This design comes from an exercise in tuning for small area, a short achievable clock period and few clock cycles on the open sky130 flow, not from production work.
In this exercise RTL edits were held to simulation tests only and were not proved equivalent to the original.
Power figures rest on the tool's default switching activity, not on a simulated workload.

<file path="design.v">
`default_nettype none
package exec_pkg;
   localparam int XLEN   = 32;    
   localparam int REG_AW = 5;
   localparam int INS_W  = 16;
   localparam int FLAG_W = 4;
   localparam int OPC_LSB = 10;
   localparam int OPC_W   = 6;
   localparam int RD_LSB  = 5;    
   localparam int RS_LSB  = 0;    
   localparam int IMM_W   = 5;
   localparam int COND_W  = 4;
   localparam int FLAG_Z  = 0;
   localparam int FLAG_S  = 1;
   localparam int FLAG_OV = 2;
   localparam int FLAG_CY = 3;
   typedef enum logic [OPC_W-1:0] {
      OP_MOV_R = 6'b000000,
      OP_ADD_R = 6'b000001,
      OP_SUB_R = 6'b000010,
      OP_CMP_R = 6'b000011,
      OP_SHL_R = 6'b000100,
      OP_SHR_R = 6'b000101,
      OP_SAR_R = 6'b000111,
      OP_OR_R  = 6'b001100,
      OP_AND_R = 6'b001101,
      OP_XOR_R = 6'b001110,
      OP_NOT_R = 6'b001111,
      OP_MOV_I = 6'b010000,
      OP_ADD_I = 6'b010001,
      OP_SETF  = 6'b010010,
      OP_CMP_I = 6'b010011,
      OP_SHL_I = 6'b010100,
      OP_SHR_I = 6'b010101,
      OP_SAR_I = 6'b010111,
      OP_HALT  = 6'b011010
   } opcode_t;
   typedef enum logic [3:0] {
      ALU_MOV = 4'b0000,
      ALU_ADD = 4'b0001,
      ALU_SUB = 4'b0010,
      ALU_SHL = 4'b0100,
      ALU_SHR = 4'b0101,
      ALU_SAR = 4'b0111,
      ALU_OR  = 4'b1100,
      ALU_AND = 4'b1101,
      ALU_XOR = 4'b1110,
      ALU_NOT = 4'b1111
   } alu_op_t;
   typedef enum logic [1:0] {
      UPD_NONE  = 2'd0,
      UPD_ARITH = 2'd1,    
      UPD_LOGIC = 2'd2     
   } flag_upd_t;
   typedef enum logic [1:0] {
      ST_IDLE    = 2'd0,
      ST_EXECUTE = 2'd1,
      ST_COMMIT  = 2'd2,
      ST_HALTED  = 2'd3
   } ctrl_state_t;
endpackage
`default_nettype wire
`default_nettype none
module exec_rf_aoi3 (
   input  wire  a0, b0, a1, b1, a2, b2,
   output wire  y
);
   assign y = ~((a0 & b0) | (a1 & b1) | (a2 & b2));
endmodule
module exec_rf_rdbit #(
   parameter int N = 33
) (
   input  wire  [N-1:0] sel,
   input  wire  [N-1:0] d,
   output wire          q
);
   wire [N/3-1:0] y;
   for (genvar g = 0; g < N/3; g++) begin : g_aoi
      exec_rf_aoi3 u_aoi (
         .a0(sel[3*g]),   .b0(d[3*g]),
         .a1(sel[3*g+1]), .b1(d[3*g+1]),
         .a2(sel[3*g+2]), .b2(d[3*g+2]),
         .y(y[g])
      );
   end
   assign q = ~&y;
endmodule
module exec_regfile (
   input  wire                           CLK,
   input  wire  [(1 << exec_pkg::REG_AW)-1:0] rs_sel,
   input  wire  [(1 << exec_pkg::REG_AW)-1:0] rd_sel,
   input  wire  [1:0]                    rs_xsel,
   input  wire  [exec_pkg::XLEN-1:0]     rs_xd0,
   input  wire  [exec_pkg::XLEN-1:0]     rs_xd1,
   input  wire                           rd_xsel,
   input  wire  [exec_pkg::XLEN-1:0]     rd_xd0,
   output logic [exec_pkg::XLEN-1:0]     rs_data,
   output logic [exec_pkg::XLEN-1:0]     rd_data,
   input  wire                           wr_en,
   input  wire  [exec_pkg::REG_AW-1:0]   wr_addr,
   input  wire  [exec_pkg::XLEN-1:0]     wr_data
);
   localparam int NR = (1 << exec_pkg::REG_AW);
   logic [exec_pkg::XLEN-1:0] regs [1:NR-1];
   always_ff @(posedge CLK) begin
      if (wr_en && wr_addr != '0) begin
         regs[wr_addr] <= wr_data;
      end
   end
   for (genvar i = 0; i < exec_pkg::XLEN; i++) begin : g_bit
      wire [NR+1:0] s_sel, s_d, d_sel, d_d;
      for (genvar k = 1; k < NR; k++) begin : g_reg
         assign s_sel[k-1] = rs_sel[k];
         assign s_d[k-1]   = regs[k][i];
         assign d_sel[k-1] = rd_sel[k];
         assign d_d[k-1]   = regs[k][i];
      end
      assign s_sel[NR-1] = rs_xsel[0];
      assign s_d[NR-1]   = rs_xd0[i];
      assign s_sel[NR]   = rs_xsel[1];
      assign s_d[NR]     = rs_xd1[i];
      assign s_sel[NR+1] = 1'b0;
      assign s_d[NR+1]   = 1'b0;
      assign d_sel[NR-1] = rd_xsel;
      assign d_d[NR-1]   = rd_xd0[i];
      assign d_sel[NR]   = 1'b0;
      assign d_d[NR]     = 1'b0;
      assign d_sel[NR+1] = 1'b0;
      assign d_d[NR+1]   = 1'b0;
      exec_rf_rdbit #(.N(NR+1)) u_rs (.sel(s_sel[NR:0]), .d(s_d[NR:0]), .q(rs_data[i]));
      exec_rf_rdbit #(.N(NR+1)) u_rd (.sel(d_sel[NR:0]), .d(d_d[NR:0]), .q(rd_data[i]));
   end
endmodule
`default_nettype wire
`default_nettype none
module exec_decode (
   input  wire  [exec_pkg::INS_W-1:0]     ir,
   output logic [exec_pkg::REG_AW-1:0]    rs_addr,
   output logic [exec_pkg::REG_AW-1:0]    rd_addr,
   output logic [exec_pkg::IMM_W-1:0]     imm5,
   output logic                           use_imm,     
   output logic                           is_add,      
   output logic                           is_sub,
   output logic                           is_shift,
   output logic                           shl,
   output logic                           sar,
   output logic [3:0]                     tt,          
   output logic                           is_setf,
   output logic [exec_pkg::COND_W-1:0]    cond,
   output logic                           upd_arith,
   output logic                           upd_logic,
   output logic                           reg_write,
   output logic                           is_halt
);
   logic [exec_pkg::OPC_W-1:0] opc;
   assign opc     = ir[exec_pkg::OPC_LSB +: exec_pkg::OPC_W];
   assign rs_addr = ir[exec_pkg::RS_LSB +: exec_pkg::REG_AW];
   assign rd_addr = ir[exec_pkg::RD_LSB +: exec_pkg::REG_AW];
   assign imm5    = ir[exec_pkg::RS_LSB +: exec_pkg::IMM_W];
   assign cond    = ir[exec_pkg::RS_LSB +: exec_pkg::COND_W];
   assign use_imm = opc[4];
   always_comb begin
      is_add    = 1'b0;
      is_sub    = 1'b0;
      is_shift  = 1'b0;
      shl       = 1'b0;
      sar       = 1'b0;
      tt        = 4'b0000;
      is_setf   = 1'b0;
      upd_arith = 1'b0;
      upd_logic = 1'b0;
      reg_write = 1'b0;
      is_halt   = 1'b0;
      case (opc)
         exec_pkg::OP_MOV_R: begin tt = 4'b1010; reg_write = 1'b1; end
         exec_pkg::OP_MOV_I: begin tt = 4'b1010; reg_write = 1'b1; end
         exec_pkg::OP_ADD_R: begin is_add = 1'b1; upd_arith = 1'b1; reg_write = 1'b1; end
         exec_pkg::OP_ADD_I: begin is_add = 1'b1; upd_arith = 1'b1; reg_write = 1'b1; end
         exec_pkg::OP_SUB_R: begin is_add = 1'b1; is_sub = 1'b1; upd_arith = 1'b1; reg_write = 1'b1; end
         exec_pkg::OP_CMP_R: begin is_add = 1'b1; is_sub = 1'b1; upd_arith = 1'b1; end
         exec_pkg::OP_CMP_I: begin is_add = 1'b1; is_sub = 1'b1; upd_arith = 1'b1; end
         exec_pkg::OP_SHL_R, exec_pkg::OP_SHL_I: begin
            is_shift = 1'b1; shl = 1'b1; upd_logic = 1'b1; reg_write = 1'b1;
         end
         exec_pkg::OP_SHR_R, exec_pkg::OP_SHR_I: begin
            is_shift = 1'b1; upd_logic = 1'b1; reg_write = 1'b1;
         end
         exec_pkg::OP_SAR_R, exec_pkg::OP_SAR_I: begin
            is_shift = 1'b1; sar = 1'b1; upd_logic = 1'b1; reg_write = 1'b1;
         end
         exec_pkg::OP_OR_R:  begin tt = 4'b1110; upd_logic = 1'b1; reg_write = 1'b1; end
         exec_pkg::OP_AND_R: begin tt = 4'b1000; upd_logic = 1'b1; reg_write = 1'b1; end
         exec_pkg::OP_XOR_R: begin tt = 4'b0110; upd_logic = 1'b1; reg_write = 1'b1; end
         exec_pkg::OP_NOT_R: begin tt = 4'b0101; upd_logic = 1'b1; reg_write = 1'b1; end
         exec_pkg::OP_SETF:  begin is_setf = 1'b1; reg_write = 1'b1; end
         exec_pkg::OP_HALT:  is_halt = 1'b1;
         default: ;
      endcase
      if (rd_addr == '0) begin
         reg_write = 1'b0;
      end
   end
endmodule
`default_nettype wire
`default_nettype none
module exec_alu (
   input  wire  [exec_pkg::XLEN-1:0]      a,
   input  wire  [exec_pkg::XLEN-1:0]      b,
   input  wire                            is_add,
   input  wire                            is_sub,
   input  wire                            is_shift,
   input  wire                            shl,
   input  wire                            sar,
   input  wire  [3:0]                     tt,
   input  wire                            is_setf,
   input  wire                            cond_met,
   output logic [exec_pkg::XLEN-1:0]      result,
   output logic                           cy,
   output logic                           ov
);
   localparam int W = exec_pkg::XLEN;
   logic [W-1:0] bx, sum, sh_in, sh_out, sh_rev, bitw;
   logic         co, fill;
   logic [W:0]   sh_wide;
   assign bx        = b ^ {W{is_sub}};
   logic [W-1:0] pg, pp, gg, gp;
   always_comb begin
      pg = a & bx;
      pp = a ^ bx;
      gg = pg;
      gp = pp;
      gg[0] = pg[0] | (pp[0] & is_sub);
      for (int l = 0; l < 5; l++) begin
         for (int i = (2 << l) - 1; i < W; i += (2 << l)) begin
            gg[i] = gg[i] | (gp[i] & gg[i - (1 << l)]);
            gp[i] = gp[i] & gp[i - (1 << l)];
         end
      end
      for (int l = 3; l >= 0; l--) begin
         for (int i = 3 * (1 << l) - 1; i < W; i += (2 << l)) begin
            gg[i] = gg[i] | (gp[i] & gg[i - (1 << l)]);
            gp[i] = gp[i] & gp[i - (1 << l)];
         end
      end
      sum = pp ^ {gg[W-2:0], is_sub};
      co  = gg[W-1];
   end
   assign cy        = co ^ is_sub;
   assign ov        = (a[W-1] == bx[W-1]) && (sum[W-1] != a[W-1]);
   always_comb begin
      for (int i = 0; i < W; i++) sh_in[i] = shl ? a[W-1-i] : a[i];
   end
   assign fill   = sar & a[W-1];
   assign sh_wide = $signed({fill, sh_in}) >>> b[4:0];
   assign sh_out  = sh_wide[W-1:0];
   always_comb begin
      for (int i = 0; i < W; i++) sh_rev[i] = shl ? sh_out[W-1-i] : sh_out[i];
   end
   always_comb begin
      for (int i = 0; i < W; i++) bitw[i] = tt[{a[i], b[i]}];
   end
   always_comb begin
      result    = bitw | (is_add ? sum : '0) | (is_shift ? sh_rev : '0);
      result[0] = result[0] | (is_setf & cond_met);
   end
endmodule
`default_nettype wire
`default_nettype none
module exec_flags (
   input  wire                            CLK,
   input  wire                            arst_n,
   input  wire                            upd_arith,    
   input  wire                            upd_logic,    
   input  wire  [exec_pkg::XLEN-1:0]      result,
   input  wire                            cy,
   input  wire                            ov,
   input  wire  [exec_pkg::COND_W-1:0]    cond,
   output logic [exec_pkg::FLAG_W-1:0]    flags,
   output logic                           cond_met
);
   logic [exec_pkg::FLAG_W-1:0] flags_nxt;
   logic                        z, s, v, c, hit, rz;
   assign rz = (result == '0);
   always_comb begin
      flags_nxt = flags;
      if (upd_arith || upd_logic) begin
         flags_nxt[exec_pkg::FLAG_Z]  = rz;
         flags_nxt[exec_pkg::FLAG_S]  = result[exec_pkg::XLEN-1];
         flags_nxt[exec_pkg::FLAG_OV] = upd_arith & ov;
      end
      if (upd_arith) begin
         flags_nxt[exec_pkg::FLAG_CY] = cy;
      end
   end
   always_ff @(posedge CLK or negedge arst_n) begin
      if (!arst_n) begin
         flags <= '0;
      end else begin
         flags <= flags_nxt;
      end
   end
   assign z = flags_nxt[exec_pkg::FLAG_Z];
   assign s = flags_nxt[exec_pkg::FLAG_S];
   assign v = flags_nxt[exec_pkg::FLAG_OV];
   assign c = flags_nxt[exec_pkg::FLAG_CY];
   always_comb begin
      case (cond[2:0])
         3'd0:    hit = v;               
         3'd1:    hit = c;               
         3'd2:    hit = z;               
         3'd3:    hit = c | z;           
         3'd4:    hit = s;               
         3'd5:    hit = 1'b1;            
         3'd6:    hit = s ^ v;           
         default: hit = (s ^ v) | z;     
      endcase
      cond_met = hit ^ cond[3];    
   end
endmodule
`default_nettype wire
`default_nettype none
module exec_ctrl (
   input  wire   CLK,
   input  wire   arst_n,
   input  wire   ins_valid,
   input  wire   ins_halt,     
   input  wire   halt_done,    
   output logic  accept,
   output logic  busy,
   output logic  halted
);
   assign accept = ins_valid & ~busy;
   always_ff @(posedge CLK or negedge arst_n) begin
      if (!arst_n) begin
         busy   <= 1'b0;
         halted <= 1'b0;
      end else begin
         if (accept && ins_halt) busy <= 1'b1;
         if (halt_done) halted <= 1'b1;
      end
   end
endmodule
`default_nettype wire
`default_nettype none
module exec_unit (
   input  wire                           CLK,
   input  wire                           arst_n,
   input  wire                           ins_valid,
   input  wire  [exec_pkg::INS_W-1:0]    ins,
   output wire                           busy,
   output wire                           done,
   output wire                           halted,
   output wire                           wr_en,
   output wire  [exec_pkg::REG_AW-1:0]   wr_addr,
   output wire  [exec_pkg::XLEN-1:0]     wr_data,
   output wire  [exec_pkg::FLAG_W-1:0]   flags
);
   localparam int W  = exec_pkg::XLEN;
   localparam int AW = exec_pkg::REG_AW;
   logic                        v_x, fwd_a_x, fwd_b_x;
   logic                        is_add_x, is_sub_x, is_shift_x, shl_x, sar_x, is_setf_x;
   logic                        upd_arith_x, upd_logic_x, reg_write_x, is_halt_x;
   logic [3:0]                  tt_x;
   logic [exec_pkg::COND_W-1:0] cond_x;
   logic [AW-1:0]               rd_x;
   logic [W-1:0]                a_x, b_x;
   wire                     accept;
   logic                    v_d;
   logic [exec_pkg::INS_W-1:0] ir_d;
   exec_ctrl u_ctrl (
      .CLK(CLK), .arst_n(arst_n), .ins_valid(ins_valid),
      .ins_halt(ins[exec_pkg::OPC_LSB +: exec_pkg::OPC_W] == exec_pkg::OP_HALT),
      .halt_done(halt_w), .accept(accept), .busy(busy), .halted(halted)
   );
   always_ff @(posedge CLK or negedge arst_n) begin
      if (!arst_n) v_d <= 1'b0;
      else         v_d <= accept;
   end
   logic [(1 << AW)-1:0] rs_sel_d, rd_sel_d;
   logic                 fw_rs_d, fw_rd_d;
   wire  [AW-1:0]        ins_rs  = ins[exec_pkg::RS_LSB +: AW];
   wire  [AW-1:0]        ins_rd  = ins[exec_pkg::RD_LSB +: AW];
   wire                  ins_imm = ins[exec_pkg::OPC_LSB + 4];
   wire                  fw_rs, fw_rd;
   assign fw_rs = v_x && reg_write_x && rd_x == ins_rs && !ins_imm;
   assign fw_rd = v_x && reg_write_x && rd_x == ins_rd;
   always_ff @(posedge CLK) begin
      ir_d    <= ins;
      fw_rs_d <= fw_rs;
      fw_rd_d <= fw_rd;
      for (int k = 0; k < (1 << AW); k++) begin
         rs_sel_d[k] <= (ins_rs == k) && !ins_imm && !fw_rs;
         rd_sel_d[k] <= (ins_rd == k) && !fw_rd;
      end
   end
   wire [AW-1:0]               rs_d, rd_d;
   wire [exec_pkg::IMM_W-1:0]  imm5_d;
   wire [exec_pkg::COND_W-1:0] cond_d;
   wire [3:0]                  tt_d;
   wire                        use_imm_d, is_add_d, is_sub_d, is_shift_d, shl_d, sar_d;
   wire                        is_setf_d, upd_arith_d, upd_logic_d, reg_write_d, is_halt_d;
   wire [W-1:0]                rs_data, rd_data;
   logic [W-1:0]               a_r, b_r;
   exec_decode u_decode (
      .ir(ir_d), .rs_addr(rs_d), .rd_addr(rd_d), .imm5(imm5_d), .use_imm(use_imm_d),
      .is_add(is_add_d), .is_sub(is_sub_d), .is_shift(is_shift_d),
      .shl(shl_d), .sar(sar_d), .tt(tt_d), .is_setf(is_setf_d), .cond(cond_d),
      .upd_arith(upd_arith_d), .upd_logic(upd_logic_d), .reg_write(reg_write_d),
      .is_halt(is_halt_d)
   );
   logic          done_w, wr_w, upd_arith_w, upd_logic_w, halt_w, cy_w, ov_w;
   logic [AW-1:0] rd_w;
   logic [W-1:0]  res_w;
   wire [W-1:0] imm_ext_d = {{(W-exec_pkg::IMM_W){imm5_d[exec_pkg::IMM_W-1]}}, imm5_d};
   exec_regfile u_regfile (
      .CLK(CLK), .rs_sel(rs_sel_d), .rd_sel(rd_sel_d),
      .rs_xsel({use_imm_d, fw_rs_d}), .rs_xd0(res_w), .rs_xd1(imm_ext_d),
      .rd_xsel(fw_rd_d), .rd_xd0(res_w),
      .rs_data(rs_data), .rd_data(rd_data),
      .wr_en(wr_w), .wr_addr(rd_w), .wr_data(res_w)
   );
   assign a_r = rd_data;
   assign b_r = rs_data;
   always_ff @(posedge CLK or negedge arst_n) begin
      if (!arst_n) v_x <= 1'b0;
      else         v_x <= v_d;
   end
   always_ff @(posedge CLK) begin
      a_x         <= a_r;
      b_x         <= b_r;
      fwd_a_x     <= v_x && reg_write_x && rd_x == rd_d;
      fwd_b_x     <= v_x && reg_write_x && rd_x == rs_d && !use_imm_d;
      is_add_x    <= is_add_d;
      is_sub_x    <= is_sub_d;
      is_shift_x  <= is_shift_d;
      shl_x       <= shl_d;
      sar_x       <= sar_d;
      tt_x        <= tt_d;
      is_setf_x   <= is_setf_d;
      cond_x      <= cond_d;
      upd_arith_x <= upd_arith_d;
      upd_logic_x <= upd_logic_d;
      reg_write_x <= reg_write_d;
      is_halt_x   <= is_halt_d;
      rd_x        <= rd_d;
   end
   wire [W-1:0] op_a = fwd_a_x ? res_w : a_x;
   wire [W-1:0] op_b = fwd_b_x ? res_w : b_x;
   wire [W-1:0] result;
   wire         cy, ov, cond_met;
   exec_alu u_alu (
      .a(op_a), .b(op_b), .is_add(is_add_x), .is_sub(is_sub_x), .is_shift(is_shift_x),
      .shl(shl_x), .sar(sar_x), .tt(tt_x), .is_setf(is_setf_x), .cond_met(cond_met),
      .result(result), .cy(cy), .ov(ov)
   );
   always_ff @(posedge CLK or negedge arst_n) begin
      if (!arst_n) begin
         done_w      <= 1'b0;
         wr_w        <= 1'b0;
         upd_arith_w <= 1'b0;
         upd_logic_w <= 1'b0;
         halt_w      <= 1'b0;
      end else begin
         done_w      <= v_x;
         wr_w        <= v_x & reg_write_x;
         upd_arith_w <= v_x & upd_arith_x;
         upd_logic_w <= v_x & upd_logic_x;
         halt_w      <= v_x & is_halt_x;
      end
   end
   logic [W-1:0] wr_data_w;
   always_ff @(posedge CLK) begin
      if (v_x && reg_write_x) wr_data_w <= result;
   end
   always_ff @(posedge CLK) begin
      res_w <= result;
      cy_w  <= cy;
      ov_w  <= ov;
      rd_w  <= rd_x;
   end
   exec_flags u_flags (
      .CLK(CLK), .arst_n(arst_n), .upd_arith(upd_arith_w), .upd_logic(upd_logic_w),
      .result(res_w), .cy(cy_w), .ov(ov_w), .cond(cond_x),
      .flags(flags), .cond_met(cond_met)
   );
   assign done    = done_w;
   assign wr_en   = wr_w;
   assign wr_addr = rd_w;
   assign wr_data = wr_data_w;
endmodule
`default_nettype wire
</file>
<file path="flow/run.sh">
#!/bin/bash
set -euo pipefail
cd "$(dirname "$0")/.."
args=()
while IFS= read -r line; do
  [[ -z "$line" || "$line" == \#* ]] && continue
  args+=("$line")
done < flow/knobs.txt
bash standard.sh "${args[@]}" finish > flow_make.log 2>&1
</file>
<file path="flow/knobs.txt">
SETUP_SLACK_MARGIN=8.5
CTS_ARGS=-sink_clustering_enable -repair_clock_nets -dont_use_dummy_load
</file>
<file path="standard.sh">
#!/bin/bash
# synth_recipe.tcl (not shown) runs the flow's synth.tcl, then flattens the netlist and writes it again
# the make line also repeats each setting of config.mk as NAME=value (left out here)
make -C /OpenROAD-flow-scripts/flow DESIGN_CONFIG=/design/flow/config.mk WORK_HOME=/design/flow/orfs CLKGATE_MAP_FILE= SYNTH_SCRIPT=/design/flow/synth_recipe.tcl "${@:-finish}"
</file>
<file path="config.mk">
export PLATFORM = sky130hd
export DESIGN_NAME = exec_unit
export DESIGN_NICKNAME = exec_unit
export VERILOG_FILES = /design/flow/design.v
export SDC_FILE = /design/flow/constraint.sdc
export NUM_CORES = 4
export LEC_CHECK = 0
export CAP_MARGIN = 20
export CORE_MARGIN = 2
export CORE_UTILIZATION = 30
export SLEW_MARGIN = 20
export SYNTH_HIERARCHICAL = 1
</file>
<file path="constraint.sdc">
create_clock -name core_clock -period 12.0 [get_ports {CLK}]
set_input_delay 2.4000 -clock core_clock [delete_from_list [all_inputs] [get_ports {CLK}]]
set_output_delay 2.4000 -clock core_clock [all_outputs]
set_load 0.01 [all_outputs]
</file>
==> run notes, run 1 <==
- Status: complete, no violations
- Die width: ~420 um
- Drt initial violations: 10500
- Total power draw: 9.74 mW
- WS Path Type: flip-flop to flip-flop
- Initial antenna violation count: 14
- WHS: ~0.35 ns
- CTS root buffer: clkbuf_16
- CP peak stage delay: just under 0.4 ns
- Initial Util: between 30% and 40%
- Setup crit start kind: flip-flop
- Pwr/cell area: around 160 nW/um^2
- Peak VDD IR: 0.0936 mV
- Vias per std cell: 6.65
- Layer with the highest usage: met2
- Tightest Pin Transition: roughly 1.2 ns
- Clock period minus worst slack: slightly above 4 ns
- Arrival time worst endpoint: about 4.5 ns
- Worst setup EP type: flip-flop
- Final TNS setup: 0 ns
- Highest Clock Rate: approximately 240 MHz
- Max-cap violation count: 0
- Clk slew on worst S/H paths: ~0.060 ns
- Largest net degree at the start of global routing: 43
- # clock sinks: between 1000 and 1500
- Util after Layout: roughly 35%
- CTS Hold Bufs: 0
- Clk Latency, worst-skew pair: 0.78 ns
- CP required: between 10 and 15 ns
- GRT overflow: 0
- IO Count: 64
- Fin nets: roughly 3600
- Crit-path cells: buf_8 -> mux2_8 -> mux2_4 -> fa_2 -> a211o_1 -> a211oi_4 -> buf_4 -> buf_6 -> o311ai_4 -> a21o_1 -> a21o_1 -> fa_2 -> xor2_1 -> a21oi_1 -> o211ai_1
- P&R area growth vs syn: 17.1%
- Routed via count: 39000
- Largest fanout on the critical path: 5
- Setup violators final: 0
- Cell row count: ~150
- Die H: between 400 and 500 um
- Post-placement cell count: 5654
- Met1 Use GR: between 20 and 30%
- CTS tree: done
- Slew Limit Fails: 0
- DR WL/cell: roughly 34 um
- Number of remaining DRC errors: 0
- Clock tree buffer depth: 3
- Mapped Avg Cell Area: ~16 sq um
- DRT antenna net count: 0
- Synth warn: 12
- Syn Inst Count: 3195
- Hold Crit Class: flip-flop to flip-flop
- RSZ-0062 raised after global routing: yes
- Total wire length: 202 mm
- First-pass GRT wire length: 277 mm
- Fin cells: 5854
- Final hold vios: 0
- Lkg Pwr: 19.6 nW
- Period utilization: about 34%
- Hpwl dp: roughly 110 mm
- PortBufs: 63
- Worst Skew: about 0.08 ns
- GR Layer Usage met2: around a third
- Max-slew headroom: a little under a fifth
- Die footprint: between 150000 and 200000 sq um
- CTS HTree Levels: 4
- Layout cells sized above 1: between 10% and 20%
- Vias in the first global route: ~37000
- Gr usage total: 22.0%
- Mapped Area: about 52000 sq um
- CTS buffer count: 131
- GP Congestion: approximately 0.9
- CP max-delay cell: fa_2
- Met3 Resource Use GR: 7.03%
- Drt first pass iters: 13
- Core footprint: between 150000 and 200000 sq um
critical path, delay by kind of cell (launching register included):
family                   cells  cell delay [ns]
flip-flops                   1             0.38
AO/OA/AOI/OAI                7             1.39
XOR/XNOR                     1             0.16
buffers and inverters        3             0.38
adder cells (fa/ha/maj)      2             0.74
multiplexers                 2             0.67
final cells by class:
class	instances	area, sq um
diodes	3	7.51
well taps	2310	2890
inverters	29	118
flip-flops and latches	1245	35300
clock buffers	131	3280
repair buffers	260	2130
fillers	16300	111000
multi-input cells	1876	16900
flip-flops by register name, indices dropped and copies added, names as in the netlist, 4 cells and up:
| register | count |
|---|---|
| a_x | 32 |
| res_w | 32 |
| cond_x | 4 |
| rd_w | 5 |
| u_flags.flags | 4 |
| b_x | 32 |
| rs_sel_d | 31 |
| tt_x | 4 |
| rd_x | 5 |
| u_regfile.regs | 992 |
| ir_d | 16 |
| rd_sel_d | 31 |
| wr_data_w | 32 |
routing by layer:
layer	up-vias	wire length, um
met5	-	120
met4	16	13000
met3	581	33000
met2	3659	85200
met1	19400	70300
li1	15300	-
cells in the final DEF (no fill, tap or decap), types with 52 or more instances in the layout:
cell and instances:
a21oi_1 62, a222oi_1 704, buf_4 171, clkbuf_16 131, conb_1 64, dfxtp_1 178, edfxtp_1 1024, mux2_2 63
mux4_2 64, nand2_1 97, nand3_1 78, nand4_1 133, or3_1 65, xor2_1 52
where the power goes:
group | switching, mW | internal (mW)
clock | 1.53 | 1.91
combinational | 0.872 | 0.463
sequential | 0.104 | 4.86
metrics by stage:
step                cell area (sq um)  setup slack, ns
global placement                56300             7.21
floorplan                       52200             7.89
global route                    60700             7.81
detailed placement              56300             7.17
finish                          60700             7.91
CTS                             60300             8.00
path summary, 6_finish.rpt:
path                       startpoint          endpoint  slack (ns)  depth (start not counted)
hold / removal                    v_d               v_x        0.35                          0
setup / recovery              fwd_b_x     wr_data_w[15]        7.91                         15
hold reg to reg                   v_d               v_x        0.35                          0
max in group asynchronous      arst_n              wr_w        9.35                          1
setup reg to reg              fwd_b_x     wr_data_w[15]        7.91                         15
min in group asynchronous      arst_n  u_flags.flags[3]        2.11                          1
repair_timing:
item,CTS,global route
endpoints found under the setup margin,131,121
pin swaps,33,36
setup buffers,44,18
resized for setup,291,53
gates cloned,4,0
Testbench counts, summed over its fixed seeds: cycles 24,024.
==> inputs of run 2 (changes only) <==
--- a/design.v
+++ b/design.v
@@ -469,8 +469,4 @@
       end
    end
-   logic [W-1:0] wr_data_w;
-   always_ff @(posedge CLK) begin
-      if (v_x && reg_write_x) wr_data_w <= result;
-   end
    always_ff @(posedge CLK) begin
       res_w <= result;
@@ -487,5 +483,5 @@
    assign wr_en   = wr_w;
    assign wr_addr = rd_w;
-   assign wr_data = wr_data_w;
+   assign wr_data = res_w;
 endmodule
 `default_nettype wire
--- a/config.mk
+++ b/config.mk
@@ -8,5 +8,5 @@
 export CAP_MARGIN = 20
 export CORE_MARGIN = 2
-export CORE_UTILIZATION = 30
+export CORE_UTILIZATION = 45
 export SLEW_MARGIN = 20
 export SYNTH_HIERARCHICAL = 1
==> run 2 against run 1 <==
- largest cell class unchanged
- wire length grew 9.3%
- critical endpoint is now res_w[27]
- first-iteration DRC count grew 5.1%
- sequential power shrank 3%
==> run notes, run 2 <==
- Instance count on the critical path: 16 (+1)
- Setup crit start kind: flip-flop
- Die width: 341 um (-19%)
- Clock tree buffer depth: 3 (unchanged)
- First-pass GRT wire length: 298 mm (+7.8%)
- IO Count: 64 (unchanged)
- Mapped Area: 51000 sq um (-1.5%)
- Total wire length: 220 mm (+9.3%)
- PortBufs: 63 (unchanged)
- Fin nets: 3673 (+1.8%)
- CTS HTree Levels: 3 (-1)
- Drt initial violations: 11000 (+5.1%)
- Critical Path Sink: res_w[27]
- Pwr/cell area: 160 nW/um^2 (-0.25%)
- Flop pwr share: 49.8% (-1.2 points)
- P&R area growth vs syn: 18.4%
- Tightest Pin Transition: 1.13 ns (-0.0972 ns)
- CTS Hold Bufs: 0 (unchanged)
- WS Path Type: flip-flop to flip-flop
- Worst setup margin: 7.89 ns (-0.0168 ns)
- DRT antenna net count: 0 (unchanged)
- Syn Inst Count: 3159 (-1.1%)
- Initial antenna violation count: 16 (+2)
- Hold Path Depth: 0 (unchanged)
- # clock sinks: 1213 (-2.6%)
- Cell row count: 123 (-19%)
- Arrival time worst endpoint: 4.62 ns (+0.13 ns)
- Slew Limit Fails: 0 (unchanged)
- CP dominant cell by count: fa_2
- Max-cap violation count: 0 (unchanged)
- GRT overflow: 0 (unchanged)
- Logic pwr share: 17.3% (+3.6 points)
- Highest Clock Rate: 243 MHz (-0.41%)
- Lkg Pwr: 20.2 nW (+2.6%)
- Final hold vios: 0 (unchanged)
- Crit path max-delay family: compound AO/OA/AOI/OAI gates
- Die H: 341 um (-19%)
- Largest net degree at the start of global routing: 50 (+16%)
- Crit path from: fwd_b_x
- Status: complete, no violations
- Mapped Avg Cell Area: 16.2 sq um (-0.41%)
- Number of remaining DRC errors: 0 (unchanged)
- CTS buffer count: 119 (-9.2%)
- Pre-CTS setup slack: 7.37 ns (+0.206 ns)
- Internal power: 7.10 mW (-1.9%)
- CP peak stage delay: 0.37 ns (-0.02 ns)
- DR WL/cell: 43.1 um (+25%)
- Worst setup EP type: flip-flop
- GP Congestion: 0.936 (+1.5%)
- RSZ-0062 raised after global routing: yes
- Most frequent cells in the layout: 992 x edfxtp_1, 704 x a222oi_1, 235 x buf_4, 165 x dfxtp_1, 135 x nand4_1
- Setup violators final: 0 (unchanged)
- FILL cells: 8860 (-46%)
- Leading cell type in the layout, fill and taps excluded: edfxtp_1
- Vias in the first global route: 38100 (+2.5%)
- Max reg flops: 992 (unchanged)
- Vias per std cell: 7.85 (+18%)
- Layout cells sized above 1: 22.2% (+2.6 points)
- Hpwl dp: 112 mm (-2.0%)
- CP max-delay cell: dfxtp_4
- Critical path buffer and inverter count: 2 (-1)
- Synth warn: 12 (unchanged)
- Top reg by flops: u_regfile.regs
- Crit-path cells: buf_12 -> mux2_8 -> mux2_4 -> fa_2 -> a211oi_2 -> o211ai_1 -> buf_4 -> a32o_2 -> o21ai_4 -> and3_4 -> o21bai_4 -> a21oi_2 -> fa_2 -> xnor2_1 -> a21o_1 -> a221o_1
- Final TNS setup: 0 ns (unchanged)
- Drt first pass iters: 12 (-1)
- Initial Util: 45.4% (+15 points)
- Core footprint: 112000 sq um (-34%)
- Hold Crit Class: flip-flop to flip-flop
- Peak VDD IR: 0.134 mV (+43%)
- Worst Skew: 0.108 ns (+0.0304 ns)
- Largest fanout on the critical path: 8 (+3)
- CTS tree: done
- Cells on worst reg2reg path: 16 (+1)
- Share of total power in the clock network: 32.9% (-2.4 points)
- CP required: 12.51 ns (+0.12 ns)
- Dpl cell area: 54400 sq um (-3.5%)
- Max-slew headroom: 24.1% (+6.1 points)
- Clk Latency, worst-skew pair: 0.74 ns (-0.04 ns)
- Worst reg2reg path endpoint: res_w[27]
- CTS root buffer: clkbuf_16
- Period utilization: 34.2% (+0.14 points)
- Routed via count: 40200 (+3.2%)
- Clock period minus worst slack: 4.11 ns (+0.0168 ns)
- Flop2flop setup slack: 7.89 ns (-0.02 ns)
- Sw Ratio: 26.7% (+0.93 points)
- Clk slew on worst S/H paths: 0.06 ns (about the same)
- Net Switching: 2.58 mW (+3.0%)
- Die footprint: 116000 sq um (-34%)
- Gr usage total: 36.6% (+15 points)
- Worst R2R Start: fwd_b_x
- Fin area: 60400 sq um (-0.37%)
==> run 2: cell count changes in the layout (fill, tap and decap cells not counted), sizes merged, moves of 4 or more <==
cell,before,now
a21o,20,15
buf,241,326
bufbuf,1,25
clkbuf,131,120
diode,3,12
edfxtp,1024,992
mux2,88,95
mux2i,32,39
nand2,102,91
nor3,12,18
o211ai,23,14
o221ai,14,18
==> run 2: worst min path at each step <==
stage | startpoint | endpoint | slack [ns]
after global placement | v_d | v_x | 0.34
after floorplan | v_d | v_x | 0.33
after global routing | v_d | v_x | 0.37
after detailed placement | v_d | v_x | 0.34
after CTS | v_d | v_x | 0.36
final | v_d | v_x | 0.36
==> run 2: metal layers <==
layer / wire (um) / up-vias / global-route usage (%)
met5: 355 / - / 1.35
met4: 19800 / 16 / 26.3
met3: 36400 / 791 / 14.1
met2: 92700 / 4064 / 52.6
met1: 71100 / 19900 / 44.9
li1: - / 15400 / -
==> run 2: final cells by class <==
| class | count | area [sq um] | share of cell area (%) |
|---|---|---|---|
| inverters | 29 | 109 | 0.180 |
| diodes | 12 | 30.0 | 0.0497 |
| well taps | 1500 | 1880 | 3.11 |
| flip-flops and latches | 1213 | 34400 | 56.9 |
| multi-input cells | 1875 | 17000 | 28.1 |
| clock buffers | 119 | 2980 | 4.93 |
| repair buffers | 370 | 4070 | 6.74 |
==> run 2: metrics by stage <==
step,total power [mW],utilization (%),cells,hold slack [ns]
2_1_floorplan,5.56,-,3222,0.331
3_3_place_gp,6.06,48.4,4813,0.339
3_5_place_dp,6.08,48.4,4813,0.338
4_1_cts,9.53,53.3,5080,0.360
5_1_grt,9.87,53.7,5107,0.366
6_report,9.68,53.7,5118,0.358
==> run 2: power groups by stage <==
| stage | Combinational, mW | Sequential, mW | Clock, mW |
|---|---|---|---|
| after floorplan | 0.612 | 4.95 | 0 |
| after global placement | 1.15 | 4.90 | 0 |
| after detailed placement | 1.17 | 4.91 | 0 |
| after CTS | 1.54 | 4.81 | 3.19 |
| after global routing | 1.71 | 4.82 | 3.34 |
| final | 1.67 | 4.82 | 3.18 |
==> run 2: what timing repair did <==
item,4_1_cts,5_1_grt
cloned,30,3
setup buffers,118,23
pin swaps,40,26
setup endpoints to repair,111,113
gates resized for setup,432,55
Testbench counts of run 2, summed over its fixed seeds: cycles 24,024.
==> inputs of run 3 (changes only) <==
--- a/design.v
+++ b/design.v
@@ -224,26 +224,5 @@
    logic [W:0]   sh_wide;
    assign bx        = b ^ {W{is_sub}};
-   logic [W-1:0] pg, pp, gg, gp;
-   always_comb begin
-      pg = a & bx;
-      pp = a ^ bx;
-      gg = pg;
-      gp = pp;
-      gg[0] = pg[0] | (pp[0] & is_sub);
-      for (int l = 0; l < 5; l++) begin
-         for (int i = (2 << l) - 1; i < W; i += (2 << l)) begin
-            gg[i] = gg[i] | (gp[i] & gg[i - (1 << l)]);
-            gp[i] = gp[i] & gp[i - (1 << l)];
-         end
-      end
-      for (int l = 3; l >= 0; l--) begin
-         for (int i = 3 * (1 << l) - 1; i < W; i += (2 << l)) begin
-            gg[i] = gg[i] | (gp[i] & gg[i - (1 << l)]);
-            gp[i] = gp[i] & gp[i - (1 << l)];
-         end
-      end
-      sum = pp ^ {gg[W-2:0], is_sub};
-      co  = gg[W-1];
-   end
+   assign {co, sum} = {1'b0, a} + {1'b0, bx} + {{W{1'b0}}, is_sub};
    assign cy        = co ^ is_sub;
    assign ov        = (a[W-1] == bx[W-1]) && (sum[W-1] != a[W-1]);
--- a/config.mk
+++ b/config.mk
@@ -8,5 +8,5 @@
 export CAP_MARGIN = 20
 export CORE_MARGIN = 2
-export CORE_UTILIZATION = 45
+export CORE_UTILIZATION = 30
 export SLEW_MARGIN = 20
 export SYNTH_HIERARCHICAL = 1
==> run 3 against run 2 <==
- still clean on timing, DRC and antenna
- clock power increased by 2%
- synthesized area grew 0.80%
- non-clock buffer count did not move
- setup slack better by 0.39 ns
- utilization down 17 points
==> run notes, run 3 <==
- Routed via count: 40500 (+0.73%)
- Drt initial violations: 11100 (+0.44%)
- Number of remaining DRC errors: 0 (unchanged)
- Tightest Pin Transition: 1.29 ns (+0.156 ns)
- Core footprint: 170000 sq um (+51%)
- IO Count: 64 (unchanged)
- WS Path Type: flip-flop to output port
- Worst reg2reg path endpoint: res_w[28]
- Vias in the first global route: 37500 (-1.6%)
- Hold_sp: v_d
- Pwr/cell area: 160 nW/um^2 (about the same)
- # clock sinks: 1213 (unchanged)
- Clk Latency, worst-skew pair: 0.75 ns (about the same)
- Syn Inst Count: 3272 (+3.6%)
- Fin cells: 5932 (+16%)
- Cell row count: 151 (+23%)
- Highest Clock Rate: 269 MHz (+10%)
- GRT overflow: 0 (unchanged)
- Post-placement cell count: 5631 (+17%)
- Hold path endpoint: v_x
- First-pass GRT wire length: 298 mm (+0.14%)
- Initial Util: 30.3% (-15 points)
- Worst R2R Start: res_w[3]
- Met2 WL post-DR: 93.5 mm (+0.91%)
- Vias per std cell: 6.83 (-13%)
- DR WL/cell: 37.2 um (-13%)
- Largest fanout on the critical path: 2 (-6)
- Largest net degree at the start of global routing: 61 (+22%)
- CTS HTree Levels: 3 (unchanged)
- Status: complete, no violations
- Max-cap violation count: 0 (unchanged)
- Clock period minus worst slack: 3.72 ns (-0.389 ns)
- Clk slew on worst S/H paths: 0.05 ns (about the same)
- CTS root buffer: clkbuf_16
- Flop2flop setup slack: 8.33 ns (+0.44 ns)
- Hpwl dp: 114 mm (+1.3%)
- Peak VDD IR: 0.126 mV (-6.1%)
- Wire length on met3: 35.9 mm (-1.3%)
- Max-slew headroom: 14.1% (-10 points)
- Gr usage total: 24.1% (-12 points)
- CTS buffer count: 121 (+1.7%)
- Setup violators final: 0 (unchanged)
- Crit-path cells: buf_12 -> buf_8
- Hold Path Depth: 0 (unchanged)
- Die width: 418 um (+23%)
- RSZ-0062 raised after global routing: yes
- Initial antenna violation count: 16 (unchanged)
- Die H: 418 um (+23%)
- Leading cell type in the layout, fill and taps excluded: edfxtp_1
- Setup crit start kind: flip-flop
- Top reg by flops: u_regfile.regs
- Seq. cell area: 34400 sq um (about the same)
- Routed met1 length: 73.4 mm (+3.3%)
- Most frequent cells in the layout: 992 x edfxtp_1, 704 x a222oi_1, 228 x buf_4, 155 x dfxtp_1, 136 x nand4_1
- Clock tree buffer depth: 3 (unchanged)
- Final TNS setup: 0 ns (unchanged)
- Arrival time worst endpoint: 1.32 ns (-3.30 ns)
- Area of the multi-input gates: 17500 sq um (+3.1%)
- DRT antenna net count: 0 (unchanged)
- Cells on worst reg2reg path: 15 (-1)
- Mapped Avg Cell Area: 15.7 sq um (-2.7%)
- Max reg flops: 992 (unchanged)
- CP peak stage delay: 0.41 ns (+0.04 ns)
- Final hold vios: 0 (unchanged)
- GP Congestion: 0.938 (+0.14%)
- PortBufs: 63 (unchanged)
- Mapped Area: 51400 sq um (+0.80%)
- Synth warn: 12 (unchanged)
- Die footprint: 175000 sq um (+51%)
- Worst setup EP type: output port
- CTS Hold Bufs: 0 (unchanged)
- Total wire length: 221 mm (+0.28%)
- FILL cells: 15800 (+78%)
- CP max-delay cell: dfxtp_4
- CTS tree: done
- Fin nets: 3770 (+2.6%)
- P&R area growth vs syn: 20.6%
- Worst Skew: 0.115 ns (+0.00698 ns)
- Layout cells sized above 1: 21.4% (-0.80 points)
- Lkg Pwr: 20.4 nW (+1.1%)
- CP required: 9.60 ns (-2.91 ns)
- Highest metal layer with signal wires: met5
- Hold Crit Class: flip-flop to flip-flop
- Period utilization: 31.0% (-3.2 points)
- Slew Limit Fails: 0 (unchanged)
- Drt first pass iters: 13 (+1)
==> run 3: worst max path at each step <==
stage	depth (start not counted)	from	to
3_5_place_dp	12	fwd_b_x	res_w[28]
2_1_floorplan	18	fwd_b_x	res_w[28]
5_1_grt	2	res_w[11]	wr_data[11]
4_1_cts	2	res_w[27]	wr_data[27]
3_3_place_gp	12	fwd_b_x	res_w[28]
6_report	2	res_w[27]	wr_data[27]
==> run 3: area by class of cell <==
| type | count | area share, % |
|---|---|---|
| Sequential cell | 1213 | 55.5 |
| Multi-Input combinational cell | 1987 | 28.2 |
| Timing Repair Buffer | 370 | 6.83 |
| Clock buffer | 121 | 4.88 |
| Tap cell | 2218 | 4.47 |
| Inverter | 18 | 0.109 |
| Antenna cell | 5 | 0.0202 |
==> run 3: power by group <==
part           internal, mW  switching, mW
registers              4.74         0.0973
clock network          1.75           1.50
logic                 0.726           1.12
total                  7.21           2.72
==> run 3: what timing repair did <==
action                                  CTS  global route
cloned                                   32             1
pin swaps                                24            28
endpoints found under the setup margin   84           108
setup buffers                           126            16
resized for setup                       463            71
==> run 3: metrics by stage <==
stage / hold slack [ns] / total power [mW] / setup slack [ns] / util [%] / area (sq um)
final: 0.346 / 9.93 / 8.28 / 36.5 / 62000
after floorplan: 0.331 / 5.65 / 8.11 / - / 51800
after CTS: 0.349 / 9.80 / 8.27 / 36.3 / 61600
after global routing: 0.364 / 10.1 / 8.27 / 36.5 / 62000
after detailed placement: 0.340 / 6.21 / 7.22 / 32.9 / 55800
after global placement: 0.334 / 6.20 / 7.34 / 32.9 / 55800
==> run 3: layer usage <==
layer | vias up | global-route usage (%)
met5 | - | 0
met4 | 16 | 15.8
met3 | 730 | 9.07
met2 | 3827 | 35.5
met1 | 20100 | 29.5
li1 | 15800 | -
==> run 3: worst max-delay path: cells and delay by family (launching register included) <==
family	cells	cell delay, ns
buffers and inverters	2	0.26
flip-flops	1	0.41
Testbench counts of run 3, summed over its fixed seeds: cycles 24,024.
==> inputs of run 4 (changes only) <==
--- a/design.v
+++ b/design.v
@@ -223,5 +223,5 @@
    logic         co, fill;
    logic [W:0]   sh_wide;
-   assign bx        = b ^ {W{is_sub}};
+   assign bx        = b;
    assign {co, sum} = {1'b0, a} + {1'b0, bx} + {{W{1'b0}}, is_sub};
    assign cy        = co ^ is_sub;
@@ -400,5 +400,5 @@
    );
    assign a_r = rd_data;
-   assign b_r = rs_data;
+   assign b_r = rs_data ^ {W{is_sub_d}};
    always_ff @(posedge CLK or negedge arst_n) begin
       if (!arst_n) v_x <= 1'b0;
@@ -425,5 +425,5 @@
    end
    wire [W-1:0] op_a = fwd_a_x ? res_w : a_x;
-   wire [W-1:0] op_b = fwd_b_x ? res_w : b_x;
+   wire [W-1:0] op_b = fwd_b_x ? (res_w ^ {W{is_sub_x}}) : b_x;
    wire [W-1:0] result;
    wire         cy, ov, cond_met;
@@ -448,4 +448,8 @@
       end
    end
+   logic [W-1:0] wr_data_w;
+   always_ff @(posedge CLK) begin
+      wr_data_w <= (v_x && reg_write_x) ? result : '0;
+   end
    always_ff @(posedge CLK) begin
       res_w <= result;
@@ -462,5 +466,5 @@
    assign wr_en   = wr_w;
    assign wr_addr = rd_w;
-   assign wr_data = res_w;
+   assign wr_data = wr_data_w;
 endmodule
 `default_nettype wire
==> run 4 against run 3 <==
- register-to-register slack got worse by 0.06 ns
- combinational power barely moved
- synthesized cell count rose by 4.6%
- maximum frequency fell by 0.30%
- via count rose by 2.2%
- worst hold slack improved by 0.012 ns
- non-clock buffer count fell by 64
- die area rose by 3.1%
- setup slack got worse by 0.011 ns
- utilization fell by 0.64 points
- critical path type is now flip-flop to flip-flop
==> run notes, run 4 <==
- Worst Skew: 0.0693 ns (-0.0460 ns)
- CP required: 12.60 ns (+3.00 ns)
- Initial antenna violation count: 23 (+7)
- Lkg Pwr: 20.6 nW (+1.1%)
- Drt first pass iters: 13 (unchanged)
- Flop pwr share: 48.3% (-0.4 points)
- Die footprint: 180000 sq um (+3.1%)
- DR WL/cell: 36.0 um (-3.4%)
- Hpwl dp: 122 mm (+7.1%)
- Total power draw: 10.2 mW (+2.5%)
- CTS HTree Levels: 4 (+1)
- Synth warn: 12 (unchanged)
- Max-cap violation count: 0 (unchanged)
- Peak VDD IR: 0.145 mV (+15%)
- Number of remaining DRC errors: 0 (unchanged)
- Die width: 425 um (+1.6%)
- IO Count: 64 (unchanged)
- Slew Limit Fails: 0 (unchanged)
- Critical path buffer and inverter count: 3 (+1)
- Top reg by flops: u_regfile.regs
- Final TNS setup: 0 ns (unchanged)
- CTS buffer count: 130 (+7.4%)
- Net Switching: 2.77 mW (+1.9%)
- DRT antenna net count: 0 (unchanged)
- Mapped Avg Cell Area: 15.5 sq um (-1.4%)
- Routed via count: 41400 (+2.2%)
- CP peak stage delay: 0.44 ns (+0.03 ns)
- Drt initial violations: 10600 (-4.2%)
- P&R area growth vs syn: 18.9%
- Vias per std cell: 6.75 (-1.2%)
- Max-slew headroom: 19.4% (+5.3 points)
- Final hold vios: 0 (unchanged)
- Clk slew on worst S/H paths: 0.06 ns (about the same)
- Layout cells sized above 1: 21.7% (+0.39 points)
- WHS: 0.358 ns (+0.0123 ns)
- CTS tree: done
- Hold Crit Class: flip-flop to flip-flop
- Clk Latency, worst-skew pair: 0.76 ns (about the same)
- Period utilization: 31.1% (+0.095 points)
- Dpl cell area: 57600 sq um (+3.2%)
- Largest net degree at the start of global routing: 43 (-30%)
- Util after Layout: 35.9% (-0.64 points)
- GRT overflow: 0 (unchanged)
- Internal power: 7.41 mW (+2.8%)
- Max reg flops: 992 (unchanged)
- CTS root buffer: clkbuf_16
- Logic pwr share: 18.0% (-0.6 points)
- Clock tree buffer depth: 3 (unchanged)
- WS Path Type: flip-flop to flip-flop
- PortBufs: 63 (unchanged)
- Gr usage total: 23.3% (-0.82 points)
- Share of total power in the clock network: 33.7% (+1.0 points)
- RSZ-0062 raised after global routing: yes
- Die H: 425 um (+1.6%)
- Pwr/cell area: 161 nW/um^2 (+0.74%)
- Largest fanout on the critical path: 7 (+5)
- # clock sinks: 1245 (+2.6%)
- Crit-path cells: buf_4 -> buf_6 -> buf_6 -> mux2_4 -> ha_1 -> a211o_1 -> a21oi_2 -> a211oi_4 -> or2_1 -> a211o_1 -> a221oi_4 -> xnor2_1 -> a211o_1 -> and3_1
- Post-placement cell count: 5897 (+4.7%)
- FILL cells: 16500 (+4.3%)
- Worst setup EP type: flip-flop
- Crit path max-delay family: compound AO/OA/AOI/OAI gates
- Leading cell type in the layout, fill and taps excluded: edfxtp_1
- Status: complete, no violations
- Core footprint: 176000 sq um (+3.6%)
- Tightest Pin Transition: 1.20 ns (-0.0907 ns)
- Arrival time worst endpoint: 4.33 ns (+3.01 ns)
- Total wire length: 221 mm (-0.16%)
- Fin cells: 6132 (+3.4%)
- Fin nets: 3839 (+1.8%)
- First-pass GRT wire length: 300 mm (+0.44%)
- Mapped Area: 53100 sq um (+3.2%)
- Sw Ratio: 27.2% (-0.17 points)
- Cell row count: 154 (+2.0%)
- CP dominant cell by count: a211o_1
- Fin area: 63100 sq um (+1.8%)
- CP max-delay cell: ha_1
- Highest Clock Rate: 268 MHz (-0.30%)
- Worst setup margin: 8.27 ns (-0.0114 ns)
- Vias in the first global route: 39300 (+5.0%)
- Setup violators final: 0 (unchanged)
- Clock period minus worst slack: 3.73 ns (+0.0114 ns)
- GP Congestion: 0.942 (+0.43%)
- CTS Hold Bufs: 0 (unchanged)
- Setup crit start kind: flip-flop
- Syn Inst Count: 3424 (+4.6%)
- Pre-CTS setup slack: 7.06 ns (-0.154 ns)
- Initial Util: 30.2% (-0.12 points)
- Most frequent cells in the layout: 992 x edfxtp_1, 704 x a222oi_1, 191 x buf_4, 177 x dfxtp_1, 134 x nand4_1
run 4: path summary, 6_finish.rpt:
kind	from	end	slack (ns)	cells past startpoint
min in group asynchronous	arst_n	wr_w	2.11	1
worst min register to register	v_d	v_x	0.36	0
worst max register to register	fwd_a_x	wr_data_w[22]	8.27	14
max in group asynchronous	arst_n	wr_w	9.37	1
worst max-delay path	fwd_a_x	wr_data_w[22]	8.27	14
worst min-delay path	v_d	v_x	0.36	0
run 4: metal layers:
| metal | vias to the layer above | part of all wire, % | global-route usage (%) |
|---|---|---|---|
| li1 | 16200 | - | - |
| met1 | 20600 | 34 | 28.6 |
| met2 | 3750 | 42 | 33.8 |
| met3 | 780 | 16 | 9.22 |
| met4 | 22 | 7.6 | 15.1 |
| met5 | - | 0.098 | 0.344 |
run 4: power groups by stage:
stage / combinational (mW) / clock [mW] / sequential [mW]
after floorplan: 0.798 / 0 / 5.07
after global placement: 1.45 / 0 / 5.01
after detailed placement: 1.47 / 0 / 5.01
after CTS: 1.60 / 3.44 / 4.91
after global routing: 1.88 / 3.61 / 4.92
final: 1.83 / 3.43 / 4.92
run 4: final cells by class:
cell class	instances	area (sq um)	share of cell area, %
Antenna cell	7	17.5	0.0278
Clock buffer	130	3250	5.15
Inverter	23	95.1	0.151
Multi-Input combinational cell	2081	18800	29.7
Sequential cell	1245	35000	55.5
Tap cell	2340	2930	4.64
Timing Repair Buffer	306	3040	4.81
run 4: repair_timing:
action,4_1_cts,5_1_grt
gates resized for setup,383,168
cloned,11,3
endpoints found under the setup margin,175,157
pin swaps,19,46
setup buffers,59,25
Testbench counts of run 4, summed over its fixed seeds: cycles 24,024.
==> inputs of run 5 (changes only) <==
==> flow/knobs.txt (replaced) <==
SETUP_SLACK_MARGIN=8.5
CTS_ARGS=-sink_clustering_enable -repair_clock_nets -dont_use_dummy_load -sink_clustering_buffer sky130_fd_sc_hd__clkbuf_4
==> run 5 against run 4 <==
- count of clock-buffer cells in the layout up 201
- sequential power hardly changed
- critical path depth fell by 13
- sequential cell count stayed put
- combinational power about the same
- first-iteration DRC count is 1.8% lower
- non-clock buffer count increased by 9
- cell area up 0.29%
- clock skew shrank 0.0069 ns
- setup slack lost 0.085 ns
- sequential share of layout area shrank 0.16 points
- critical endpoint is now flags[0]
- highest routed layer unchanged
==> run notes, run 5 <==
- Status: complete, no violations
- Hold_sp: v_d
- Worst Skew: 0.0624 ns (-0.00690 ns)
- Hpwl dp: 122 mm (unchanged)
- Setup violators final: 0 (unchanged)
- Clock period minus worst slack: 3.82 ns (+0.0849 ns)
- Hold Path Depth: 0 (unchanged)
- CP required: 9.60 ns (-3.00 ns)
- Core footprint: 176000 sq um (unchanged)
- Fin nets: 4051 (+5.5%)
- # clock sinks: 1245 (unchanged)
- CTS Hold Bufs: 0 (unchanged)
- Largest net degree at the start of global routing: 45 (+4.7%)
- Lkg Pwr: 21.0 nW (+1.9%)
- Vias per std cell: 6.73 (-0.31%)
- Max-cap violation count: 0 (unchanged)
- Die footprint: 180000 sq um (unchanged)
- RSZ-0062 raised after global routing: yes
- Initial Util: 30.2% (unchanged)
- Final hold vios: 0 (unchanged)
- Worst setup EP type: output port
- Highest Clock Rate: 262 MHz (-2.2%)
- Die width: 425 um (unchanged)
- Gr usage total: 23.6% (+0.34 points)
- Mapped Avg Cell Area: 15.5 sq um (unchanged)
- Crit-path cells: buf_2
- Layout cells sized above 1: 25.3% (+3.6 points)
- Max reg flops: 992 (unchanged)
- CP max-delay cell: dfrtp_1
- Routed via count: 42700 (+3.2%)
- Top reg by flops: u_regfile.regs
- Cells on worst reg2reg path: 12 (-2)
- CTS buffer count: 331 (+150%)
- Period utilization: 31.8% (+0.71 points)
- Max-slew headroom: 18.6% (-0.81 points)
- CP peak stage delay: 0.43 ns (about the same)
- Total wire length: 224 mm (+1.6%)
- Critical path buffer and inverter count: 1 (-2)
- Cell row count: 154 (unchanged)
- Drt first pass iters: 13 (unchanged)
- Pwr/cell area: 160 nW/um^2 (-0.56%)
- CTS HTree Levels: 5 (+1)
- Hold Crit Class: flip-flop to flip-flop
- Peak VDD IR: 0.152 mV (+5.3%)
- Hold path endpoint: v_x
- Worst R2R Start: res_w[19]
- GP Congestion: 0.942 (unchanged)
- Leading cell type in the layout, fill and taps excluded: edfxtp_1
- Clk slew on worst S/H paths: 0.06 ns (about the same)
- Drt initial violations: 10400 (-1.8%)
- WHS: 0.363 ns (+0.00495 ns)
- Arrival time worst endpoint: 1.42 ns (-2.91 ns)
- FILL cells: 16600 (+0.77%)
- P&R area growth vs syn: 19.3%
- Total power draw: 10.2 mW (-0.27%)
- Clock tree buffer depth: 4 (+1)
- WS Path Type: flip-flop to output port
- Worst reg2reg path endpoint: wr_data_w[30]
- Util after Layout: 36.0% (+0.10 points)
- Tightest Pin Transition: 1.21 ns (+0.0120 ns)
- Vias in the first global route: 41100 (+4.5%)
- Initial antenna violation count: 24 (+4.3%)
- Final TNS setup: 0 ns (unchanged)
- Die H: 425 um (unchanged)
- Crit path max-delay family: flip-flops
- CTS tree: done
- Mapped Area: 53100 sq um (unchanged)
- GRT overflow: 0 (unchanged)
- CTS root buffer: clkbuf_16
- Clk Latency, worst-skew pair: 0.85 ns (+0.09 ns)
- First-pass GRT wire length: 304 mm (+1.6%)
- DR WL/cell: 35.3 um (-1.8%)
- Flop2flop setup slack: 8.29 ns (+0.02 ns)
- Largest fanout on the critical path: 3 (-4)
- Number of remaining DRC errors: 0 (unchanged)
- Slew Limit Fails: 0 (unchanged)
- Instance count on the critical path: 1 (-13)
- DRT antenna net count: 0 (unchanged)
- Most frequent cells in the layout: 992 x edfxtp_1, 704 x a222oi_1, 282 x clkbuf_4, 183 x buf_4, 177 x dfxtp_1
- Setup crit start kind: flip-flop
- PortBufs: 63 (unchanged)
- Synth warn: 12 (unchanged)
- IO Count: 64 (unchanged)
- Syn Inst Count: 3424 (unchanged)
==> run 5: layer usage <==
metal | global-route usage [%] | part of all wire, %
met5 | 0.847 | 0.12
met4 | 16.2 | 7.7
met3 | 9.97 | 17
met1 | 28.6 | 33
met2 | 33.9 | 42
==> run 5: layout make-up <==
cell class	count	area, sq um	area share, %
flip-flops and latches	1245	35000	55.3
multi-input cells	2083	18700	29.6
clock buffers	331	3340	5.28
repair buffers	315	3180	5.02
well taps	2340	2930	4.63
inverters	23	91.3	0.144
diodes	9	22.5	0.0356
==> run 5: per-stage QoR <==
step / instances / instance area [sq um] / worst slack [ns]
2_1_floorplan: 3487 / 53400 / 8.29
3_3_place_gp: 5897 / 57600 / 7.14
3_5_place_dp: 5897 / 57600 / 7.06
4_1_cts: 6290 / 62200 / 8.16
5_1_grt: 6339 / 63300 / 8.14
6_report: 6346 / 63300 / 8.18
==> run 5: what timing repair did <==
item / CTS / global route
setup endpoints to repair: 175 / 142
resized for setup: 387 / 152
cloned: 9 / 7
pin swaps: 27 / 32
endpoints found under the hold margin: 0 / 0
buffers inserted: 53 / 40
==> run 5: worst max-delay path by stage <==
stage	startpoint	endpoint
global placement	res_w[0]	wr_data_w[30]
global route	u_flags.flags[0]	flags[0]
floorplan	is_sub_x	wr_data_w[22]
finish	u_flags.flags[0]	flags[0]
CTS	u_flags.flags[0]	flags[0]
detailed placement	fwd_b_x	wr_data_w[30]
==> run 5: report_power, final <==
group          switching (mW)  internal, mW
Sequential             0.0754          4.84
Combinational            1.16         0.672
Clock                    1.61          1.79
Total                    2.85          7.31
==> inputs of run 6 (changes only) <==
--- a/design.v
+++ b/design.v
@@ -223,5 +223,5 @@
    logic         co, fill;
    logic [W:0]   sh_wide;
-   assign bx        = b;
+   assign bx        = b ^ {W{is_sub}};
    assign {co, sum} = {1'b0, a} + {1'b0, bx} + {{W{1'b0}}, is_sub};
    assign cy        = co ^ is_sub;
@@ -338,4 +338,5 @@
    localparam int AW = exec_pkg::REG_AW;
    logic                        v_x, fwd_a_x, fwd_b_x;
+   wire  [W-1:0]                result;
    logic                        is_add_x, is_sub_x, is_shift_x, shl_x, sar_x, is_setf_x;
    logic                        upd_arith_x, upd_logic_x, reg_write_x, is_halt_x;
@@ -400,14 +401,14 @@
    );
    assign a_r = rd_data;
-   assign b_r = rs_data ^ {W{is_sub_d}};
+   assign b_r = rs_data;
    always_ff @(posedge CLK or negedge arst_n) begin
       if (!arst_n) v_x <= 1'b0;
       else         v_x <= v_d;
    end
+   assign fwd_a_x = v_x && reg_write_x && rd_x == rd_d;
+   assign fwd_b_x = v_x && reg_write_x && rd_x == rs_d && !use_imm_d;
    always_ff @(posedge CLK) begin
-      a_x         <= a_r;
-      b_x         <= b_r;
-      fwd_a_x     <= v_x && reg_write_x && rd_x == rd_d;
-      fwd_b_x     <= v_x && reg_write_x && rd_x == rs_d && !use_imm_d;
+      a_x         <= fwd_a_x ? result : a_r;
+      b_x         <= fwd_b_x ? result : b_r;
       is_add_x    <= is_add_d;
       is_sub_x    <= is_sub_d;
@@ -424,7 +425,6 @@
       rd_x        <= rd_d;
    end
-   wire [W-1:0] op_a = fwd_a_x ? res_w : a_x;
-   wire [W-1:0] op_b = fwd_b_x ? (res_w ^ {W{is_sub_x}}) : b_x;
-   wire [W-1:0] result;
+   wire [W-1:0] op_a = a_x;
+   wire [W-1:0] op_b = b_x;
    wire         cy, ov, cond_met;
    exec_alu u_alu (
@@ -448,8 +448,4 @@
       end
    end
-   logic [W-1:0] wr_data_w;
-   always_ff @(posedge CLK) begin
-      wr_data_w <= (v_x && reg_write_x) ? result : '0;
-   end
    always_ff @(posedge CLK) begin
       res_w <= result;
@@ -466,5 +462,5 @@
    assign wr_en   = wr_w;
    assign wr_addr = rd_w;
-   assign wr_data = wr_data_w;
+   assign wr_data = res_w;
 endmodule
 `default_nettype wire
==> flow/knobs.txt (replaced) <==
SETUP_SLACK_MARGIN=8.5
CTS_ARGS=-sink_clustering_enable -repair_clock_nets -dont_use_dummy_load
==> run 6 against run 5 <==
- count of clock-buffer cells in the layout decreased by 211
- synthesized area decreased by 3.6%
- first-iteration DRC count increased by 4.9%
- utilization increased by 0.23 points
- via count decreased by 5.9%
- setup slack improved by 0.030 ns
- largest cell class unchanged
- power decreased by 4.5%
==> run notes, run 6 <==
- Number of remaining DRC errors: 0 (unchanged)
- WHS: 0.352 ns (-0.0115 ns)
- Fin nets: 3730 (-7.9%)
- Routed via count: 40100 (-5.9%)
- P&R area growth vs syn: 19.9%
- Setup violators final: 0 (unchanged)
- GP Congestion: 0.917 (-2.6%)
- CTS buffer count: 120 (-64%)
- Slew Limit Fails: 0 (unchanged)
- Total wire length: 214 mm (-4.4%)
- Layout cells sized above 1: 20.0% (-5.3 points)
- Largest net degree at the start of global routing: 45 (unchanged)
- DR WL/cell: 36.4 um (+3.0%)
- Die H: 417 um (-1.8%)
- Mapped Area: 51200 sq um (-3.6%)
- Gr usage total: 23.4% (-0.22 points)
- Period utilization: 31.6% (-0.25 points)
- CTS HTree Levels: 3 (-2)
- CP required: 9.60 ns (about the same)
- Arrival time worst endpoint: 1.39 ns (-0.03 ns)
- Mapped Avg Cell Area: 15.8 sq um (+2.1%)
- Final TNS setup: 0 ns (unchanged)
- Clk Latency, worst-skew pair: 0.77 ns (-0.08 ns)
- Most frequent cells in the layout: 992 x edfxtp_1, 704 x a222oi_1, 219 x buf_4, 166 x dfxtp_1, 138 x nand4_1
- Worst setup EP type: output port
- Lkg Pwr: 20.4 nW (-3.1%)
- WS Path Type: flip-flop to output port
- First-pass GRT wire length: 289 mm (-5.1%)
- Highest Clock Rate: 264 MHz (+0.79%)
- Clock tree buffer depth: 3 (-1)
- Hpwl dp: 116 mm (-5.2%)
- CTS tree: done
- # clock sinks: 1211 (-2.7%)
- Vias per std cell: 6.81 (+1.3%)
- CTS root buffer: clkbuf_16
- Leading cell type in the layout, fill and taps excluded: edfxtp_1
- Top reg by flops: u_regfile.regs
- CTS Hold Bufs: 0 (unchanged)
- Initial antenna violation count: 32 (+33%)
- Die width: 417 um (-1.8%)
- Die footprint: 174000 sq um (-3.5%)
- Vias in the first global route: 37200 (-9.4%)
- FILL cells: 15800 (-4.6%)
- IO Count: 64 (unchanged)
- Drt initial violations: 11000 (+4.9%)
- Status: complete, no violations
- Pwr/cell area: 158 nW/um^2 (-1.5%)
- Max reg flops: 992 (unchanged)
- Syn Inst Count: 3233 (-5.6%)
- Peak VDD IR: 0.124 mV (-18%)
- Initial Util: 30.2% (+0.033 points)
- Max-cap violation count: 0 (unchanged)
- RSZ-0062 raised after global routing: yes
- Setup crit start kind: flip-flop
- Synth warn: 12 (unchanged)
- Max-slew headroom: 25.4% (+6.8 points)
- Fin area: 61400 sq um (-3.1%)
- Hold Crit Class: flip-flop to flip-flop
- PortBufs: 63 (unchanged)
- Clock period minus worst slack: 3.79 ns (-0.0300 ns)
- Dpl cell area: 55600 sq um (-3.5%)
- Worst Skew: 0.114 ns (+0.0515 ns)
- GRT overflow: 0 (unchanged)
- Core footprint: 169000 sq um (-3.7%)
- Tightest Pin Transition: 1.11 ns (-0.0975 ns)
- Cell row count: 151 (-1.9%)
- Final hold vios: 0 (unchanged)
- Drt first pass iters: 14 (+1)
- DRT antenna net count: 0 (unchanged)
- Clk slew on worst S/H paths: 0.06 ns (about the same)
- Largest fanout on the critical path: 2 (-1)
[run 6: routing by layer]
layer / global-route usage [%] / routed length [um]
met3: 9.35 / 35900
met2: 34.4 / 90500
met1: 29.8 / 75100
met5: 0 / 194
met4: 11.6 / 12700
[run 6: worst paths after layout]
path                       depth (start not counted)  slack [ns]                to     start
max in group asynchronous                          1        9.06  u_flags.flags[2]    arst_n
hold reg to reg                                    0        0.35               v_x       v_d
min in group asynchronous                          1        2.21              wr_w    arst_n
setup / recovery                                   2        8.21        wr_data[8]  res_w[8]
hold / removal                                     0        0.35               v_x       v_d
setup reg to reg                                  14        8.49           a_x[25]  is_sub_x
[run 6: cell type report]
class	count	area [sq um]	share of cell area (%)
Clock buffer	120	3000	4.89
Sequential cell	1211	34400	56.0
Tap cell	2218	2780	4.52
Multi-Input combinational cell	1964	17000	27.7
Timing Repair Buffer	355	4140	6.74
Antenna cell	7	17.5	0.0285
Inverter	19	71.3	0.116
[run 6: power breakdown]
group          internal, mW  switching [mW]
registers              4.73           0.109
logic                 0.670           0.988
clock network          1.73            1.47
[run 6: worst max-delay path: stages (launching register included)]
cell     delay [ns]
dfxtp_4        0.35
buf_12         0.14
buf_6          0.12
[run 6: what timing repair did]
| action | CTS | global route |
|---|---|---|
| setup buffers | 89 | 23 |
| endpoints found under the setup margin | 150 | 137 |
| gates resized for setup | 444 | 47 |
| pin swaps | 8 | 15 |
| cloned | 30 | 2 |
[run 6: per-stage QoR]
step	worst slack, ns	cells	total power [mW]	utilization, %
2_1_floorplan	8.45	3296	5.61	-
3_3_place_gp	7.50	5622	6.14	32.8
3_5_place_dp	7.47	5622	6.15	32.8
4_1_cts	8.20	5861	9.59	35.9
5_1_grt	8.20	5887	9.90	36.2
6_report	8.21	5894	9.70	36.2
Testbench counts of run 6, summed over its fixed seeds: cycles 24,024.

-- separate check: timing with driven ports --
Ports are ideal in the flow. The routed layouts listed here were re-timed in OpenROAD. Step 1 (the two cells are an assumption about what drives the block):
set clk [get_ports {CLK}]
set_driving_cell -lib_cell sky130_fd_sc_hd__clkbuf_16 $clk
set_driving_cell -lib_cell sky130_fd_sc_hd__buf_2 [delete_from_list [all_inputs] $clk]
Step 2 adds t to the input delays and takes it off the output delays; t is the mean of the earliest and latest rising clock arrival at the registers after step 1. Input paths then give back, and output paths get back, about the clock's delay inside the block. Three values: no drivers, after step 1, after step 2; two values: the first two.
| run | t, ns | setup WS [ns] | worst hold slack (ns) | clock arrival spread, ns |
|---|---|---|---|---|
| run 1 | 0.827 | 7.908 / 7.908 / 7.885 | 0.348 / 0.348 / 0.348 | 0.078 / 0.078 |
| run 2 | 0.757 | 7.891 / 7.891 / 7.886 | 0.358 / 0.358 / 0.358 | 0.111 / 0.112 |
| run 3 | 0.769 | 8.280 / 8.204 / 7.903 | 0.346 / 0.346 / 0.346 | 0.117 / 0.117 |
| run 4 | 0.796 | 8.269 / 8.222 / 7.742 | 0.358 / 0.358 / 0.358 | 0.069 / 0.070 |
| run 5 | 0.891 | 8.184 / 8.113 / 7.707 | 0.363 / 0.363 / 0.363 | 0.068 / 0.068 |
| run 6 | 0.787 | 8.214 / 8.141 / 7.853 | 0.352 / 0.352 / 0.352 | 0.115 / 0.114 |
After both steps setup and hold are still met in every run listed. For run 4, which loses most, drivers alone change the setup slack by -0.047 ns; drivers and shift together by -0.527 ns.
